This design comes from an exercise in tuning for small area, a short achievable clock period and few clock cycles on the open sky130 flow, not from production work.
No functional check of the RTL was part of any run shown here.

==> flow/design.v <==
`default_nettype none
package euclid_pkg;
  localparam int X_W = 8;
  localparam int Y_W = 8;
endpackage
`default_nettype wire
`timescale 1ns/1ps
`default_nettype none
module euclid_top
(
  input  wire logic        cr_intf,
  input  wire logic        rst_n,
  input  wire logic        job_start,
  input  wire logic        job_shape,       
  input  wire logic [7:0]  job_p0_x,
  input  wire logic [7:0]  job_p0_y,
  input  wire logic [7:0]  job_p1_x,
  input  wire logic [7:0]  job_p1_y,
  input  wire logic [7:0]  job_p2_x,
  input  wire logic [7:0]  job_p2_y,
  input  wire logic [15:0] job_color,
  input  wire logic [2:0]  job_bzdepth,
  input  wire logic        pxl_ready,
  output logic             busy,
  output logic             job_done,
  output logic             pxl_valid,
  output logic [7:0]       pxl_x,
  output logic [7:0]       pxl_y,
  output logic [15:0]      pxl_color
);
  assign pxl_color = job_color;
  logic start_c;
  assign start_c = job_start & ~busy;
  logic [1:0] lp_c;
  always_comb
  begin
    case (job_bzdepth)
      3'd0, 3'd1: lp_c = 2'd0;
      3'd2:       lp_c = 2'd1;
      default:    lp_c = 2'd2;
    endcase
  end
  logic       g_act;
  logic [1:0] g_lvl;         
  logic       g_st;          
  logic [1:0] g_j;           
  logic [1:0] g_e;           
  logic [7:0] ta_x, ta_y, tb_x, tb_y, tc_x, tc_y;
  function automatic logic [7:0] mid(input logic [7:0] a, input logic [7:0] b);
    logic [8:0] s;
    logic       cy;
    cy = 1'b0;
    for (int i = 0; i < 8; i++)
    begin
      s[i] = a[i] ^ b[i] ^ cy;
      cy   = (a[i] & b[i]) | (cy & (a[i] ^ b[i]));
    end
    s[8] = cy;
    mid  = s[8:1];
  endfunction
  function automatic logic [7:0] step1(input logic [7:0] x, input logic up);
    logic t;
    t = 1'b1;
    for (int i = 0; i < 8; i++)
    begin
      step1[i] = x[i] ^ t;
      t        = t & (x[i] ^ ~up);
    end
  endfunction
  logic [7:0] mab_x, mab_y, mbc_x, mbc_y;
  assign mab_x = mid(ta_x, tb_x);
  assign mab_y = mid(ta_y, tb_y);
  assign mbc_x = mid(tb_x, tc_x);
  assign mbc_y = mid(tb_y, tc_y);
  logic       g_emit;        
  logic       g_jlast;
  logic       g_last;
  logic       g_dir;
  logic [7:0] g_ep_x, g_ep_y;
  logic       g_take;
  assign g_emit  = g_act & (g_lvl == lp_c);
  assign g_jlast = (lp_c == 2'd0) | ((lp_c == 2'd1) & g_j[0]) | (g_j == 2'd3);
  assign g_last  = (g_e == 2'd3) & g_jlast;
  assign g_dir   = ((lp_c == 2'd2) & (g_lvl == 2'd0)) ? g_j[1] : g_j[0];
  always_comb
  begin
    case (g_e)
      2'd0, 2'd1: begin g_ep_x = mab_x; g_ep_y = mab_y; end
      2'd2:       begin g_ep_x = tb_x;  g_ep_y = tb_y;  end
      default:    begin g_ep_x = tc_x;  g_ep_y = tc_y;  end
    endcase
  end
  logic       ne_v, ne_last;
  logic [7:0] ne_x, ne_y;
  logic       ne_take;
  assign g_take = g_emit & (~ne_v | ne_take);
  logic [7:0] ps_x, ps_y;    
  logic [7:0] en_x, en_y;    
  logic [7:0] dx, dy;
  logic       sx, sy;
  logic signed [9:0] err;
  logic       xmaj;          
  logic       cur_last;
  assign pxl_x = ps_x;
  assign pxl_y = ps_y;
  logic at_end, accept, line_free;    
  logic [7:0] xm, ym;
  logic       eq_x, eq_y;
  assign xm   = step1(ps_x, sx);
  assign ym   = step1(ps_y, sy);
  assign eq_x = step_x ? (xm == en_x) : (ps_x == en_x);
  assign eq_y = step_y ? (ym == en_y) : (ps_y == en_y);
  assign accept    = pxl_valid & pxl_ready;
  assign job_done  = accept & at_end & cur_last;
  assign line_free = ~pxl_valid | (accept & at_end & ~cur_last);
  assign ne_take   = busy & line_free & ne_v;
  logic [8:0] ddx_a, ddx_b, ddy_a, ddy_b;
  logic [7:0] ndx, ndy;
  logic       nsx, nsy;
  assign ddx_a = {1'b0, ne_x} - {1'b0, en_x};
  assign ddx_b = {1'b0, en_x} - {1'b0, ne_x};
  assign ddy_a = {1'b0, ne_y} - {1'b0, en_y};
  assign ddy_b = {1'b0, en_y} - {1'b0, ne_y};
  assign nsx   = ~ddx_a[8];
  assign nsy   = ~ddy_a[8];
  assign ndx   = nsx ? ddx_a[7:0] : ddx_b[7:0];
  assign ndy   = nsy ? ddy_a[7:0] : ddy_b[7:0];
  logic signed [9:0] err0;
  assign err0 = $signed({2'b00, ndx}) - $signed({2'b00, ndy});
  logic signed [10:0] e2, sdx, sdy, serr, e_both, e_one;
  logic step_min, step_x, step_y;
  logic [9:0] err_nx;
  assign e2       = {err, 1'b0};
  assign sdx      = $signed({3'b000, dx});
  assign sdy      = $signed({3'b000, dy});
  assign serr     = 11'(err);
  assign step_min = xmaj ? (e2 < sdx) : (e2 > -sdy);
  assign e_both   = serr + sdx - sdy;
  assign e_one    = serr + (xmaj ? -sdy : sdx);
  assign err_nx   = ({10{step_min}} & e_both[9:0]) | ({10{~step_min}} & e_one[9:0]);
  assign step_x   = xmaj | step_min;
  assign step_y   = ~xmaj | step_min;
  always_ff @(posedge cr_intf or negedge rst_n)
  begin
    if (!rst_n)
    begin
      busy      <= 1'b0;
      pxl_valid <= 1'b0;
      ne_v      <= 1'b0;
      g_act     <= 1'b0;
    end
    else
    begin
      if (start_c)
      begin
        busy      <= 1'b1;
        pxl_valid <= 1'b0;
        ne_v      <= ~job_shape | (job_bzdepth == 3'd0);
        g_act     <= job_shape;
      end
      else
      begin
        if (job_done)
        begin
          busy      <= 1'b0;
          pxl_valid <= 1'b0;
        end
        else if (busy & line_free)
          pxl_valid <= ne_v;
        if (g_take)
          ne_v <= 1'b1;
        else if (ne_take)
          ne_v <= 1'b0;
        if (g_take & g_last)
          g_act <= 1'b0;
      end
    end
  end
  always_ff @(posedge cr_intf)
  begin
    if (start_c)
    begin
      ps_x     <= job_p0_x;
      ps_y     <= job_p0_y;
      en_x     <= job_p0_x;
      en_y     <= job_p0_y;
      ne_x     <= job_p1_x;
      ne_y     <= job_p1_y;
      ne_last  <= ~job_shape;
      ta_x     <= job_p0_x;
      ta_y     <= job_p0_y;
      tb_x     <= job_p1_x;
      tb_y     <= job_p1_y;
      tc_x     <= job_p2_x;
      tc_y     <= job_p2_y;
      g_lvl    <= 2'd0;
      g_e      <= (job_bzdepth == 3'd0) ? 2'd3 : 2'd0;
      g_st     <= 1'b0;
      g_j      <= 2'd0;
    end
    else
    begin
      if (g_act & ~g_emit)
      begin
        g_st <= ~g_st;
        if (!g_st)
        begin
          if (g_dir)
          begin
            ta_x <= mab_x; ta_y <= mab_y;
            tb_x <= mbc_x; tb_y <= mbc_y;
          end
          else
          begin
            tb_x <= mab_x; tb_y <= mab_y;
            tc_x <= mbc_x; tc_y <= mbc_y;
          end
        end
        else
        begin
          g_lvl <= g_lvl + 2'd1;
          if (g_dir)
          begin
            ta_x <= mab_x; ta_y <= mab_y;
          end
          else
          begin
            tc_x <= mbc_x; tc_y <= mbc_y;
          end
        end
      end
      else if (g_take)
      begin
        g_e <= g_e + 2'd1;
        if (g_e == 2'd0)
        begin
          ta_x <= mab_x; ta_y <= mab_y;
          tb_x <= mbc_x; tb_y <= mbc_y;
        end
        if (g_e == 2'd3)
        begin
          g_j   <= g_j + 2'd1;
          g_lvl <= 2'd0;
          ta_x  <= job_p0_x; ta_y <= job_p0_y;
          tb_x  <= job_p1_x; tb_y <= job_p1_y;
          tc_x  <= job_p2_x; tc_y <= job_p2_y;
        end
      end
      if (g_take)
      begin
        ne_x    <= g_ep_x;
        ne_y    <= g_ep_y;
        ne_last <= g_last;
      end
      if (ne_take)
      begin
        en_x     <= ne_x;
        en_y     <= ne_y;
        dx       <= ndx;
        dy       <= ndy;
        sx       <= nsx;
        sy       <= nsy;
        err      <= err0;
        xmaj     <= ~err0[9];
        cur_last <= ne_last;
        at_end   <= (ne_x == en_x) & (ne_y == en_y);
      end
      else if (accept & ~at_end)
      begin
        err    <= err_nx[9:0];
        at_end <= eq_x & eq_y;
        if (step_x)
          ps_x <= xm;
        if (step_y)
          ps_y <= ym;
      end
    end
  end
endmodule
`default_nettype wire
==> flow/run.sh <==
#!/bin/bash
# synth_recipe.tcl (not shown) runs the flow's synth.tcl, then flattens the netlist and writes it again
# the make line also repeats each setting of config.mk as NAME=value (left out here)
make -C /OpenROAD-flow-scripts/flow DESIGN_CONFIG=/design/flow/config.mk WORK_HOME=/design/flow/orfs CLKGATE_MAP_FILE= SYNTH_SCRIPT=/design/flow/synth_recipe.tcl finish
==> flow/config.mk <==
export PLATFORM = sky130hd
export DESIGN_NAME = euclid_top
export DESIGN_NICKNAME = euclid_top
export VERILOG_FILES = /design/flow/design.v
export SDC_FILE = /design/flow/constraint.sdc
export NUM_CORES = 4
export LEC_CHECK = 0
export CAP_MARGIN = 20
export CORE_MARGIN = 2
export CORE_UTILIZATION = 40
export CTS_BUF_LIST = sky130_fd_sc_hd__clkbuf_8
export SETUP_SLACK_MARGIN = 1.6
export SLEW_MARGIN = 20
==> flow/constraint.sdc <==
create_clock -name core_clock -period 5.5 [get_ports {cr_intf}]
set_input_delay 1.1000 -clock core_clock [delete_from_list [all_inputs] [get_ports {cr_intf}]]
set_output_delay 1.1000 -clock core_clock [all_outputs]
set_load 0.01 [all_outputs]
==> results by group, run 1 <==
STA
  – Fmax: approximately 260 MHz
  – RSZ-0062 raised after global routing: true
  – Final Slew Violations: 0
  – Min Tclk post-route: 3.87 ns
  – Clk_skew: between 0.015 and 0.02 ns
  – Setup-failing EPs final: 0
  – Relative slew slack: 26.0%
  – Final hold violation count: 0
  – Total Neg Setup Slack: 0 ns
  – Slew @ Worst Pin: 1.11 ns
  – Fin crit share: 70.3%

Placement
  – Dpl hpwl: roughly 22,000 um
  – PortBufs: 74
  – Placer Congestion: about 0.84
  – Placed cell area: 12,000 um2

Detailed routing
  – # DRC: 0
  – Drt initial violations: 564
  – Drt wl/cell: 18.5 um
  – ANT nets after route: 0
  – Vias per cell: between 5 and 6
  – Via Count: 8,471
  – Routed WL: 28,900 um
  – 1st-pass router iterations: 5

Setup path
  – Slowest stage delay, CP: approximately 0.46 ns
  – CP required: 5.71 ns
  – R2r startpoint: en_y[0]$_DFFE_PP_
  – Reg2Reg Depth: 18
  – Startpoint types: flop
  – CP max-delay cell: edfxtp_1
  – R2r endpoint: err[7]$_DFFE_PP_
  – Worst Path Max Fanout: 6
  – CP Class: flop to flop
  – R2R Setup Slk: 1.63 ns
  – Setup crit end kind: flop
  – Crit-path cells: ha_4 -> fa_2 -> o21bai_1 -> a21oi_2 -> o21a_4 -> mux2_4 -> a21oi_4 -> o21a_1 -> xnor2_2 -> inv_2 -> ha_4 -> a21boi_4 -> o21ai_1 -> nand2b_1 -> a21o_1 -> a21oi_2 -> xor2_1 -> o21ai_1
  – CP arrival: 4.08 ns

Global route
  – Largest net degree at the start of global routing: 49
  – Total Routing Usage GR: between 20% and 30%
  – Global-route wire length before repair: 45,000 um
  – Initial antenna violation count: 0
  – Vias in the first global route: 8,537
  – GR Overflow Total: 0

Floorplanning
  – FP Rows: 60
  – Core area: about 27,000 um2
  – Die Wd: 170 um
  – Die Y: between 150 and 200 um
  – Die area: approximately 29,000 um2
  – Starting density of the core: just over 40%
  – I/O pin total: 107

Synthesis
  – Main synth FF type: edfxtp_1
  – Share of the synthesized area in the top cell type: 35.4%
  – Mapped Area: 11,000 um2
  – Post-synth top area cell: edfxtp_1
  – Syn Inst Count: 1,124
  – Post-synth EDFFs: 130
  – Mean Syn Cell Area: 9.82 um2
  – Flops & latches, synth: 139
  – Synth unique cells: between 70 and 80
  – Register area share after synthesis: a little under two fifths
  – Dominant cells by area after synthesis: edfxtp_1 35%, ha_1 9.4%, fa_1 7.6%
  – Async SR Flop Fraction: 2.88%
  – Yosys warns: 1
  – Post-Syn Nets: ~1,300

Outcome
  – Status: no timing/DRC/antenna violations

Layout
  – Final #Nets: 1,409
  – Post-route cell area: roughly 13,000 um2
  – Largest Register: err
  – Fraction of layout cells with a size suffix above 1: 14.2%
  – Flip-flop count of the largest register after layout: 10
  – Synthesis-to-layout area growth: 17.4%
  – Fillers: 2,568
  – Most frequent cells in the layout: 130 x edfxtp_1, 121 x nand2_1, 104 x inv_1, 76 x ha_1
  – Most common cell after layout, fill and taps aside: edfxtp_1
  – Antenna Cells: 0

CTS
  – Total CTS buffers: 17
  – # hold bufs at CTS: 0
  – TritonCTS clock tree: done
  – CTS root buf: clkbuf_8
  – Clock tree buffer depth: 2
  – CTS clk-pin slew, worst paths: 0.09 ns
  – Worst-Skew Late Latency: 0.47 ns
  – CTS H-tree depth: 4
  – Num Clock Sinks: 139

Hold path
  – Hold/Removal Path Class: flop to flop
  – Hold endpoint: cur_last$_DFFE_PP_
  – Hold Path Cell Cnt: 0
  – Hold Startpoint: ne_last$_DFFE_PP_

Job
  – Max-cap violations: 0
## what timing repair did
action | in CTS | in global routing
setup buffers | 18 | 17
gates resized for setup | 21 | 50
cloned | 0 | 1
pin swaps | 6 | 20
endpoints found under the setup margin | 13 | 16
## synthesized netlist by cell type, drive strengths merged, types with 5 or more instances
cell type / instances
a211oi: 8
a21boi: 5
a21o: 13
a21oi: 52
a22o: 7
a22oi: 21
a31oi: 6
buf: 30
clkbuf: 27
dfxtp: 5
edfxtp: 130
fa: 42
ha: 83
inv: 111
mux2: 29
mux2i: 29
nand2: 121
nand2b: 22
nand3: 7
nand4: 12
nor2: 69
nor2b: 9
nor3: 11
nor4: 7
o211ai: 7
o21a: 6
o21ai: 108
o22ai: 8
or3: 9
or4: 5
xnor2: 40
xor2: 37
## metrics by stage
step / setup WS, ns / hold WS (ns) / util (%) / instances
floorplan: 1.76 / 0.400 / - / 1124
global placement: 1.24 / 0.408 / 44.5 / 1498
detailed placement: 1.15 / 0.408 / 44.5 / 1498
CTS: 1.58 / 0.427 / 46.7 / 1548
global route: 1.48 / 0.433 / 47.9 / 1566
finish: 1.63 / 0.421 / 47.9 / 1566
## how the worst max path moves through the flow
stage                                  from                to  slack, ns  cells past startpoint
final                     en_y[0]$_DFFE_PP_  err[7]$_DFFE_PP_       1.63                     18
after global routing      en_y[0]$_DFFE_PP_  err[7]$_DFFE_PP_       1.48                     18
after CTS                 ne_y[0]$_DFFE_PP_  err[8]$_DFFE_PP_       1.58                     20
after detailed placement  en_y[5]$_DFFE_PP_  err[8]$_DFFE_PP_       1.15                     19
after global placement    en_y[5]$_DFFE_PP_  err[8]$_DFFE_PP_       1.24                     19
after floorplan           en_y[5]$_DFFE_PP_  err[7]$_DFFE_PP_       1.76                     19
## kinds of logic after synthesis
kind of cell    share of synthesized area [%]
simple gates                             12.1
xor+xnor                                 6.11
flops                                    37.2
compound gates                           15.4
fa+ha+maj                                17.0
mux                                      5.62
buf+inv                                  6.55
## per-layer routing
layer / share of wire (%) / up-vias / global-route usage (%)
li1: - / 4131 / -
met1: 45 / 4086 / 26.4
met2: 48 / 218 / 34.2
met3: 5.0 / 36 / 3.26
met4: 2.1 / 0 / 6.28
met5: 0 / - / 0
## final cells by class
class / instances / area, um2 / share of cell area (%)
Clock inverter: 15 / 131 / 1.01
Inverter: 112 / 420 / 3.24
Tap cell: 341 / 427 / 3.29
Multi-Input combinational cell: 816 / 6490 / 50.1
Clock buffer: 17 / 234 / 1.81
Timing Repair Buffer: 126 / 1150 / 8.85
Sequential cell: 139 / 4100 / 31.7
## worst max-delay path, delay by kind of cell, from the launching register on
family          cells  cell delay, ns
mux                 1            0.32
compound gates     10            1.48
buf+inv             1            0.09
fa+ha+maj           3            0.86
flops               1            0.46
simple gates        1            0.10
xor+xnor            2            0.30
==> run 2, diff against run 1 <==
--- a/flow/design.v
+++ b/flow/design.v
@@ -104,11 +104,6 @@
   assign pxl_x = ps_x;
   assign pxl_y = ps_y;
-  logic at_end, accept, line_free;    
-  logic [7:0] xm, ym;
-  logic       eq_x, eq_y;
-  assign xm   = step1(ps_x, sx);
-  assign ym   = step1(ps_y, sy);
-  assign eq_x = step_x ? (xm == en_x) : (ps_x == en_x);
-  assign eq_y = step_y ? (ym == en_y) : (ps_y == en_y);
+  logic at_end, accept, line_free;
+  assign at_end    = (ps_x == en_x) & (ps_y == en_y);
   assign accept    = pxl_valid & pxl_ready;
   assign job_done  = accept & at_end & cur_last;
@@ -264,14 +259,12 @@
         xmaj     <= ~err0[9];
         cur_last <= ne_last;
-        at_end   <= (ne_x == en_x) & (ne_y == en_y);
       end
       else if (accept & ~at_end)
       begin
-        err    <= err_nx[9:0];
-        at_end <= eq_x & eq_y;
+        err <= err_nx[9:0];
         if (step_x)
-          ps_x <= xm;
+          ps_x <= step1(ps_x, sx);
         if (step_y)
-          ps_y <= ym;
+          ps_y <= step1(ps_y, sy);
       end
     end
==> run 2 against run 1 <==
  * Critical endpoint is now err[9]$_DFFE_PP_
  * Area after synthesis decreased by 2.6%
  * Count of clock-buffer cells in the layout unchanged
  * Worst setup slack got worse by 0.014 ns
  * Utilization decreased by 1.4 points
  * Global-route usage decreased by 2.0 points
  * Critical path depth decreased by 1
  * Via count decreased by 6.4%
  * Clock skew increased by 0.0013 ns
  * Highest routed layer unchanged
  * Cell count decreased by 3.9%
==> results by group, run 2 <==
Outcome
  – Status: no timing/DRC/antenna violations

CTS
  – CTS root buf: clkbuf_8
  – CTS H-tree depth: 4 (unchanged)
  – Num Clock Sinks: 138 (-0.72%)
  – Clock tree buffer depth: 2 (unchanged)
  – CTS clk-pin slew, worst paths: 0.08 ns (about the same)
  – Total CTS buffers: 17 (unchanged)
  – Worst-Skew Late Latency: 0.46 ns (about the same)
  – TritonCTS clock tree: done
  – # hold bufs at CTS: 0 (unchanged)

Setup path
  – Slowest stage delay, CP: 0.40 ns (-0.06 ns)
  – Worst Path Max Fanout: 4 (-2)
  – Startpoint types: flop
  – CP arrival: 4.09 ns (about the same)
  – CP Class: flop to flop
  – CP max-delay cell: edfxtp_1
  – CP required: 5.70 ns (about the same)
  – Crit-path cells: inv_2 -> ha_4 -> inv_2 -> fa_2 -> a21o_1 -> a221oi_4 -> o21ai_4 -> mux2i_1 -> a221o_1 -> xor2_1 -> ha_1 -> o21ai_0 -> a21boi_1 -> o21ai_4 -> a21oi_2 -> o21ai_1 -> o311a_1
  – Setup crit end kind: flop

Synthesis
  – Mean Syn Cell Area: 9.95 um2 (+1.3%)
  – Post-Syn Nets: 1,278 (-3.3%)
  – Main synth FF type: edfxtp_1
  – Dominant cells by area after synthesis: edfxtp_1 36%, ha_1 9.7%, fa_1 7.8%
  – Synth top cells by count: 129 x edfxtp_1, 124 x inv_1, 105 x nand2_1, 100 x o21ai_0, 83 x ha_1
  – Synth unique cells: 64 (-12%)
  – Count leader, synth: edfxtp_1
  – Syn Inst Count: 1,081 (-3.8%)
  – Flops & latches, synth: 138 (-0.72%)
  – Post-synth top area cell: edfxtp_1
  – Yosys warns: 1 (unchanged)
  – Async SR Flop Fraction: 2.90% (+0.021 points)
  – Register area share after synthesis: 37.9% (+0.72 points)
  – Share of the synthesized area in the top cell type: 36.0% (+0.67 points)
  – Post-synth EDFFs: 129 (-0.77%)
  – Mapped Area: 10,800 um2 (-2.6%)

Floorplanning
  – Die Wd: 168 um (-1.3%)
  – FP Rows: 60 (unchanged)
  – Die area: 28,200 um2 (-2.5%)
  – Core area: 26,700 um2 (-1.4%)
  – Die Y: 168 um (-1.3%)
  – Starting density of the core: 40.4% (-0.50 points)
  – I/O pin total: 107 (unchanged)

Global route
  – Total Routing Usage GR: 18.2% (-2.0 points)
  – Vias in the first global route: 7,832 (-8.3%)
  – Global-route wire length before repair: 40,800 um (-9.5%)
  – GR Overflow Total: 0 (unchanged)
  – Largest net degree at the start of global routing: 67 (+37%)
  – Initial antenna violation count: 0 (unchanged)

STA
  – Final hold slack: 0.429 ns (+0.00766 ns)
  – Slew @ Worst Pin: 0.894 ns (-0.216 ns)
  – Final Slew Violations: 0 (unchanged)
  – Setup-failing EPs final: 0 (unchanged)
  – Relative slew slack: 40.2% (+14 points)
  – RSZ-0062 raised after global routing: true
  – Fmax: 258 MHz (-0.37%)
  – Min Tclk post-route: 3.88 ns (+0.0143 ns)
  – Fin crit share: 70.6% (+0.26 points)
  – Final hold violation count: 0 (unchanged)
  – Clk_skew: 0.0166 ns (+0.00131 ns)
  – Total Neg Setup Slack: 0 ns (unchanged)
  – Final worst slack: 1.62 ns (-0.0143 ns)

Placement
  – Dpl hpwl: 19,600 um (-10%)
  – Placed Cells incl. Taps: 1,448 (-3.3%)
  – PortBufs: 74 (unchanged)
  – Pre-CTS WS: 1.35 ns (+0.199 ns)
  – Placer Congestion: 0.833 (-0.63%)

Layout
  – Final #Nets: 1,348 (-4.3%)
  – Most frequent cells in the layout: 129 x edfxtp_1, 122 x inv_1, 104 x nand2_1, 92 x o21ai_0, 82 x ha_1
  – Finished Layout Cells: 1,505 (-3.9%)
  – Synthesis-to-layout area growth: 15.3%
  – Flip-flop count of the largest register after layout: 10 (unchanged)
  – Fillers: 2,483 (-3.3%)
  – Most common cell after layout, fill and taps aside: edfxtp_1
  – Antenna Cells: 0 (unchanged)
  – Fraction of layout cells with a size suffix above 1: 10.9% (-3.3 points)
  – Largest Register: err

Detailed routing
  – ANT nets after route: 0 (unchanged)
  – Routed WL: 25,700 um (-11%)
  – # DRC: 0 (unchanged)
  – Via Count: 7,933 (-6.4%)
  – 1st-pass router iterations: 5 (unchanged)
  – Drt wl/cell: 17.1 um (-7.5%)
  – Vias per cell: 5.27 (-2.6%)
  – Drt initial violations: 498 (-12%)

Hold path
  – Hold/Removal Path Class: flop to flop

Job
  – Max-cap violations: 0 (unchanged)
run 2: worst paths after layout:
check	start	endpoint	slack, ns	cells past startpoint
min reg2reg	ne_last$_DFFE_PP_	cur_last$_DFFE_PP_	0.43	0
max	ne_x[0]$_DFFE_PP_	err[9]$_DFFE_PP_	1.62	17
max reg2reg	ne_x[0]$_DFFE_PP_	err[9]$_DFFE_PP_	1.62	17
min in group asynchronous	rst_n	busy$_DFFE_PN0P_	0.83	1
min	ne_last$_DFFE_PP_	cur_last$_DFFE_PP_	0.43	0
max in group asynchronous	rst_n	pxl_valid$_DFFE_PN0P_	4.50	1
run 2: per-layer routing:
metal	track usage (%)	wire, um	vias to the layer above
li1	-	-	3903
met1	24.6	12100	3828
met2	30.7	12400	186
met3	2.89	1020	16
met4	4.20	198	0
met5	0	0	-
run 2: cell type report:
| cell class | instances | area (um2) | share of cell area [%] |
|---|---|---|---|
| multi-input combinational | 762 | 6050 | 48.8 |
| tap | 341 | 427 | 3.44 |
| clock inverter | 15 | 138 | 1.11 |
| timing repair buffer | 108 | 1010 | 8.14 |
| sequential | 138 | 4070 | 32.9 |
| inverter | 124 | 465 | 3.76 |
| clock buffer | 17 | 234 | 1.89 |
run 2: worst max-delay path, delay by kind of cell, from the launching register on:
kind / cells / cell delay (ns)
AOI/OAI and AO/OA: 10 / 1.94
muxes: 1 / 0.14
xor gates and xnor gates: 1 / 0.19
buffers and inverters: 2 / 0.14
adders and majority gates: 3 / 0.82
DFF: 1 / 0.40
run 2: cell families after synthesis:
| group | Yosys count | share of synthesized area [%] |
|---|---|---|
| flops | 138 | 37.9 |
| compound gates | 242 | 13.7 |
| simple gates | 251 | 11.0 |
| xor+xnor | 77 | 6.27 |
| mux | 67 | 6.60 |
| buf+inv | 181 | 7.12 |
| fa+ha+maj | 125 | 17.5 |
run 2: timing repair:
| action | in CTS | in global routing |
|---|---|---|
| pin swaps | 3 | 18 |
| endpoints found under the setup margin | 6 | 18 |
| gates resized for setup | 7 | 29 |
| buffers inserted | 5 | 20 |
run 2: through the flow:
| step | util, % | area (um2) |
|---|---|---|
| global route | 46.5 | 12400 |
| detailed placement | 44.0 | 11700 |
| floorplan | - | 10800 |
| finish | 46.5 | 12400 |
| global placement | 44.0 | 11700 |
| CTS | 45.6 | 12200 |
==> run 3, diff against run 2 <==
--- a/flow/design.v
+++ b/flow/design.v
@@ -49,22 +49,6 @@
   function automatic logic [7:0] mid(input logic [7:0] a, input logic [7:0] b);
     logic [8:0] s;
-    logic       cy;
-    cy = 1'b0;
-    for (int i = 0; i < 8; i++)
-    begin
-      s[i] = a[i] ^ b[i] ^ cy;
-      cy   = (a[i] & b[i]) | (cy & (a[i] ^ b[i]));
-    end
-    s[8] = cy;
-    mid  = s[8:1];
-  endfunction
-  function automatic logic [7:0] step1(input logic [7:0] x, input logic up);
-    logic t;
-    t = 1'b1;
-    for (int i = 0; i < 8; i++)
-    begin
-      step1[i] = x[i] ^ t;
-      t        = t & (x[i] ^ ~up);
-    end
+    s   = {1'b0, a} + {1'b0, b};
+    mid = s[8:1];
   endfunction
   logic [7:0] mab_x, mab_y, mbc_x, mbc_y;
@@ -100,5 +84,5 @@
   logic       sx, sy;
   logic signed [9:0] err;
-  logic       xmaj;          
+  logic       first;         
   logic       cur_last;
   assign pxl_x = ps_x;
@@ -113,27 +97,37 @@
   logic [7:0] ndx, ndy;
   logic       nsx, nsy;
-  assign ddx_a = {1'b0, ne_x} - {1'b0, en_x};
-  assign ddx_b = {1'b0, en_x} - {1'b0, ne_x};
-  assign ddy_a = {1'b0, ne_y} - {1'b0, en_y};
-  assign ddy_b = {1'b0, en_y} - {1'b0, ne_y};
+  assign ddx_a = {1'b0, ne_x} - {1'b0, ps_x};
+  assign ddx_b = {1'b0, ps_x} - {1'b0, ne_x};
+  assign ddy_a = {1'b0, ne_y} - {1'b0, ps_y};
+  assign ddy_b = {1'b0, ps_y} - {1'b0, ne_y};
   assign nsx   = ~ddx_a[8];
   assign nsy   = ~ddy_a[8];
-  assign ndx   = nsx ? ddx_a[7:0] : ddx_b[7:0];
-  assign ndy   = nsy ? ddy_a[7:0] : ddy_b[7:0];
-  logic signed [9:0] err0;
-  assign err0 = $signed({2'b00, ndx}) - $signed({2'b00, ndy});
-  logic signed [10:0] e2, sdx, sdy, serr, e_both, e_one;
-  logic step_min, step_x, step_y;
+  assign ndx   = ({8{nsx}} & ddx_a[7:0]) | ({8{~nsx}} & ddx_b[7:0]);
+  assign ndy   = ({8{nsy}} & ddy_a[7:0]) | ({8{~nsy}} & ddy_b[7:0]);
+  logic signed [10:0] sdx, sdy, serr, a1, a2, a3, a4, a5;
+  logic step_x, step_y;
   logic [9:0] err_nx;
-  assign e2       = {err, 1'b0};
-  assign sdx      = $signed({3'b000, dx});
-  assign sdy      = $signed({3'b000, dy});
-  assign serr     = 11'(err);
-  assign step_min = xmaj ? (e2 < sdx) : (e2 > -sdy);
-  assign e_both   = serr + sdx - sdy;
-  assign e_one    = serr + (xmaj ? -sdy : sdx);
-  assign err_nx   = ({10{step_min}} & e_both[9:0]) | ({10{~step_min}} & e_one[9:0]);
-  assign step_x   = xmaj | step_min;
-  assign step_y   = ~xmaj | step_min;
+  assign sdx  = $signed({3'b000, dx});
+  assign sdy  = $signed({3'b000, dy});
+  assign serr = 11'(err);
+  assign a1   = (first ? (sdx <<< 1) : (serr <<< 1)) + (first ? -sdy : sdy);
+  assign a2   = sdx - (first ? (sdy <<< 1) : (serr <<< 1));
+  assign a3   = serr - sdy;
+  assign a4   = serr + sdx;
+  assign a5   = (serr & {11{~first}}) + sdx - sdy;
+  assign step_x = ~a1[10] & (a1 != 11'sd0);
+  assign step_y = first ? a2[10] : (~a2[10] & (a2 != 11'sd0));
+  assign err_nx = ({10{ first &  step_x &  step_y}} & {a5[8:0], 1'b0}) |
+                  ({10{ first &  step_x & ~step_y}} & a2[9:0]) |
+                  ({10{ first & ~step_x}}           & a1[9:0]) |
+                  ({10{~first &  step_x &  step_y}} & a5[9:0]) |
+                  ({10{~first &  step_x & ~step_y}} & a3[9:0]) |
+                  ({10{~first & ~step_x}}           & a4[9:0]);
+  logic [7:0] xm, ym, nx_x, nx_y;
+  logic       eq_x, eq_y;
+  assign xm   = sx ? ps_x + 8'd1 : ps_x - 8'd1;
+  assign ym   = sy ? ps_y + 8'd1 : ps_y - 8'd1;
+  assign nx_x = step_x ? xm : ps_x;
+  assign nx_y = step_y ? ym : ps_y;
   always_ff @(posedge cr_intf or negedge rst_n)
   begin
@@ -256,15 +250,13 @@
         sx       <= nsx;
         sy       <= nsy;
-        err      <= err0;
-        xmaj     <= ~err0[9];
+        first    <= 1'b1;
         cur_last <= ne_last;
       end
       else if (accept & ~at_end)
       begin
-        err <= err_nx[9:0];
-        if (step_x)
-          ps_x <= step1(ps_x, sx);
-        if (step_y)
-          ps_y <= step1(ps_y, sy);
+        err   <= err_nx;
+        first <= 1'b0;
+        ps_x  <= nx_x;
+        ps_y  <= nx_y;
       end
     end
--- a/flow/config.mk
+++ b/flow/config.mk
@@ -9,5 +9,3 @@
 export CORE_MARGIN = 2
 export CORE_UTILIZATION = 40
-export CTS_BUF_LIST = sky130_fd_sc_hd__clkbuf_8
-export SETUP_SLACK_MARGIN = 1.6
 export SLEW_MARGIN = 20
==> run 3 against run 2 <==
  * Largest cell class unchanged
  * Global-route usage rose by 1.8 points
  * Design area rose by 10%
  * Still clean on timing, DRC and antenna
  * Non-clock buffer count fell by 22
  * Highest routed layer unchanged
  * Cell count rose by 16%
  * Area after synthesis rose by 12%
  * Die area rose by 12%
  * Maximum frequency fell by 15%
  * Via count rose by 19%
  * Worst hold slack got worse by 0.0047 ns
  * First-iteration DRC count rose by 9.0%
  * Clock skew rose by 0.0033 ns
==> results by group, run 3 <==
Outcome
  – Status: no timing/DRC/antenna violations

CTS
  – CTS H-tree depth: 4 (unchanged)
  – Total CTS buffers: 17 (unchanged)
  – # hold bufs at CTS: 0 (unchanged)
  – Clock tree buffer depth: 2 (unchanged)
  – PostCTS Resize Cnt: 0 (-7)
  – Setup bufs post-CTS: 0 (-5)
  – CTS root buf: clkbuf_16
  – TritonCTS clock tree: done
  – Worst-Skew Late Latency: 0.44 ns (-0.02 ns)
  – Num Clock Sinks: 138 (unchanged)
  – CTS clk-pin slew, worst paths: 0.07 ns (about the same)

Synthesis
  – Yosys warns: 1 (unchanged)
  – Flops & latches, synth: 138 (unchanged)
  – Main synth FF type: edfxtp_1
  – Synth top cells by count: 142 x nand2_1, 135 x o21ai_0, 129 x edfxtp_1, 127 x inv_1, 119 x ha_1
  – Largest family of logic cells by synthesized area: compound AO/OA/AOI/OAI gates
  – Post-synth top area cell: edfxtp_1
  – Register area share after synthesis: 33.8% (-4.1 points)
  – Synth Area in XOR/XNOR: 7.56% (+1.3 points)
  – Post-Synth Simple-Gate Area: 11.1% (+0.18 points)
  – Post-synthesis adder-cell area fraction: 16.0% (-1.5 points)
  – Synth unique cells: 69 (+7.8%)
  – Mapped Area: 12,000 um2 (+12%)
  – Share of the synthesized area in the top cell type: 32.2% (-3.9 points)
  – Compound-gate portion of the synthesized area: 18.9% (+5.3 points)
  – Dominant cells by area after synthesis: edfxtp_1 32%, ha_1 12%, o21ai_0 5.6%
  – Post-Syn Nets: 1,508 (+18%)
  – Async SR Flop Fraction: 2.90% (unchanged)
  – Post-synth EDFFs: 129 (unchanged)
  – Syn Inst Count: 1,295 (+20%)
  – Count leader, synth: nand2_1
  – Mux cell area share after synthesis: 5.91% (-0.69 points)
  – Mean Syn Cell Area: 9.30 um2 (-6.5%)

Setup path
  – R2r endpoint: err[2]$_DFFE_PP_
  – R2r startpoint: first$_SDFFCE_PP1P_
  – Slowest stage delay, CP: 0.48 ns (+0.08 ns)
  – CP required: 5.67 ns (-0.03 ns)
  – CP delay by family, top: simple AND/OR/NAND/NOR gates
  – Crit-path cells: inv_1 -> buf_4 -> nand2_1 -> a21boi_0 -> ha_1 -> or3b_2 -> o221ai_1 -> a211oi_1 -> o21ai_0 -> nor4_4 -> or2b_2 -> mux2_2 -> mux4_2
  – CP Class: flop to flop
  – Setup crit end kind: flop
  – Reg2Reg Depth: 13 (-4)
  – R2R Setup Slk: 0.95 ns (-0.66 ns)
  – CP arrival: 4.72 ns (+0.63 ns)
  – Worst Path Max Fanout: 24 (+20)
  – Startpoint types: flop
  – CP max-delay cell: nor4_4
  – Crit path buffers/inverters: 2 (unchanged)

Layout
  – Fraction of layout cells with a size suffix above 1: 8.15% (-2.8 points)
  – Largest Register: err
  – Most frequent cells in the layout: 142 x nand2_1, 134 x o21ai_0, 129 x edfxtp_1, 127 x inv_1, 119 x ha_1
  – Final #Nets: 1,550 (+15%)
  – Flip-flop count of the largest register after layout: 10 (unchanged)
  – Most common cell after layout, fill and taps aside: nand2_1
  – Synthesis-to-layout area growth: 13.4%
  – Storage cell area: 4070 um2 (unchanged)
  – Multi-input logic area: 7200 um2 (+19%)
  – Fillers: 2,826 (+14%)
  – Antenna Cells: 0 (unchanged)

Detailed routing
  – ANT nets after route: 0 (unchanged)
  – Drt wl/cell: 17.6 um (+3.2%)
  – Via Count: 9,417 (+19%)
  – Vias per cell: 5.41 (+2.7%)
  – 1st-pass router iterations: 5 (unchanged)
  – # DRC: 0 (unchanged)
  – Routed WL: 30,600 um (+19%)
  – Drt initial violations: 543 (+9.0%)

Job
  – Max-cap violations: 0 (unchanged)

STA
  – Fin crit share: 82.7% (+12 points)
  – Min Tclk post-route: 4.55 ns (+0.664 ns)
  – Slew @ Worst Pin: 1.05 ns (+0.160 ns)
  – Setup-failing EPs final: 0 (unchanged)
  – Final Slew Violations: 0 (unchanged)
  – Total Neg Setup Slack: 0 ns (unchanged)
  – Relative slew slack: 29.8% (-10 points)
  – Fmax: 220 MHz (-15%)
  – Clk_skew: 0.0198 ns (+0.00326 ns)
  – Final hold violation count: 0 (unchanged)
  – RSZ-0062 raised after global routing: false

Placement
  – Dpl hpwl: 24,400 um (+25%)
  – Placer Congestion: 0.912 (+9.4%)
  – PortBufs: 74 (unchanged)

Floorplanning
  – Die Wd: 178 um (+5.7%)
  – Die Y: 178 um (+5.7%)
  – I/O pin total: 107 (unchanged)
  – Starting density of the core: 40.6% (+0.28 points)
  – FP Rows: 63 (+5.0%)
  – Core area: 29,600 um2 (+11%)
  – Die area: 31,500 um2 (+12%)

Hold path
  – Hold Path Cell Cnt: 0 (unchanged)
  – Hold endpoint: cur_last$_DFFE_PP_
  – Hold Startpoint: ne_last$_DFFE_PP_
  – Hold/Removal Path Class: flop to flop

Global route
  – Global-route wire length before repair: 49,300 um (+21%)
  – Initial antenna violation count: 0 (unchanged)
  – Total Routing Usage GR: 19.9% (+1.8 points)
  – GR Overflow Total: 0 (unchanged)
  – Vias in the first global route: 9,431 (+20%)
  – Largest net degree at the start of global routing: 88 (+31%)
==> run 3: layout make-up <==
class                   instances  area share, %
flip-flops and latches        138           29.8
clock inverters                14           1.09
clock buffers                  18           3.22
inverters                     127           3.49
multi-input cells             967           52.7
well taps                     390           3.57
repair buffers                 86           6.08
==> run 3: routing by layer <==
layer  global-route usage (%)  vias up  wire, um  share of wire, %
li1                         -     4702         -                 -
met4                     7.82        0       937               3.1
met5                        0        -         0                 0
met2                     33.5      244     14500                47
met3                     2.49       43      1170               3.8
met1                     26.1     4428     14000                46
==> run 3: metrics by stage <==
step	area, um2	hold slack [ns]	instances	setup WS [ns]	util, %
floorplan	12000	0.400	1295	1.18	-
global placement	13100	0.405	1708	1.14	44.1
detailed placement	13100	0.412	1708	1.03	44.1
CTS	13700	0.423	1740	1.03	46.1
global route	13700	0.441	1740	0.732	46.1
finish	13700	0.424	1740	0.953	46.1
==> run 3: cell families (layout without fill, tap and decap cells) <==
family | Yosys count | count (layout)
muxes | 59 | 59
buffers and inverters | 190 | 245
xor gates and xnor gates | 104 | 104
adders and majority gates | 141 | 141
DFF | 138 | 138
AOI/OAI and AO/OA | 371 | 371
and+or+nand+nor | 292 | 292
==> run 3: worst max path at each step <==
stage	from	to	slack, ns	cells past startpoint
finish	first$_SDFFCE_PP1P_	err[2]$_DFFE_PP_	0.95	13
global placement	first$_SDFFCE_PP1P_	err[2]$_DFFE_PP_	1.14	13
global route	first$_SDFFCE_PP1P_	err[2]$_DFFE_PP_	0.73	13
floorplan	first$_SDFFCE_PP1P_	err[2]$_DFFE_PP_	1.18	17
CTS	first$_SDFFCE_PP1P_	err[2]$_DFFE_PP_	1.03	13
detailed placement	first$_SDFFCE_PP1P_	err[2]$_DFFE_PP_	1.03	13

[port drivers added, routing unchanged]
Ports are ideal in the flow. The routed layouts listed here were re-timed in OpenROAD.
Step 1, drivers: a clkbuf_16 drives cr_intf and a buf_2 each remaining input, both assumed.
Step 2 moves the port delays by t, midway between the first and last clock arrival at a register: inputs arrive t later, outputs are due t later. That takes back most of the time a late clock gives input paths.
Three values: ideal ports, drivers, drivers and shift; two values: the first two.
run	t (ns)	setup WS [ns]	latest minus earliest clock arrival (ns)	worst slew at a driven data input, ns	pins driven straight from the clock port
run 1	0.504	1.632 / 1.632 / 1.380	0.017 / 0.017	0.07	1
run 2	0.498	1.617 / 1.617 / 1.512	0.018 / 0.018	0.07	1
run 3	0.476	0.953 / 0.953 / 0.953	0.021 / 0.021	0.06	1
After both steps every run listed still meets setup and hold. For run 1, which loses most, drivers alone change the setup slack by 0.000 ns; drivers and shift together by -0.252 ns.
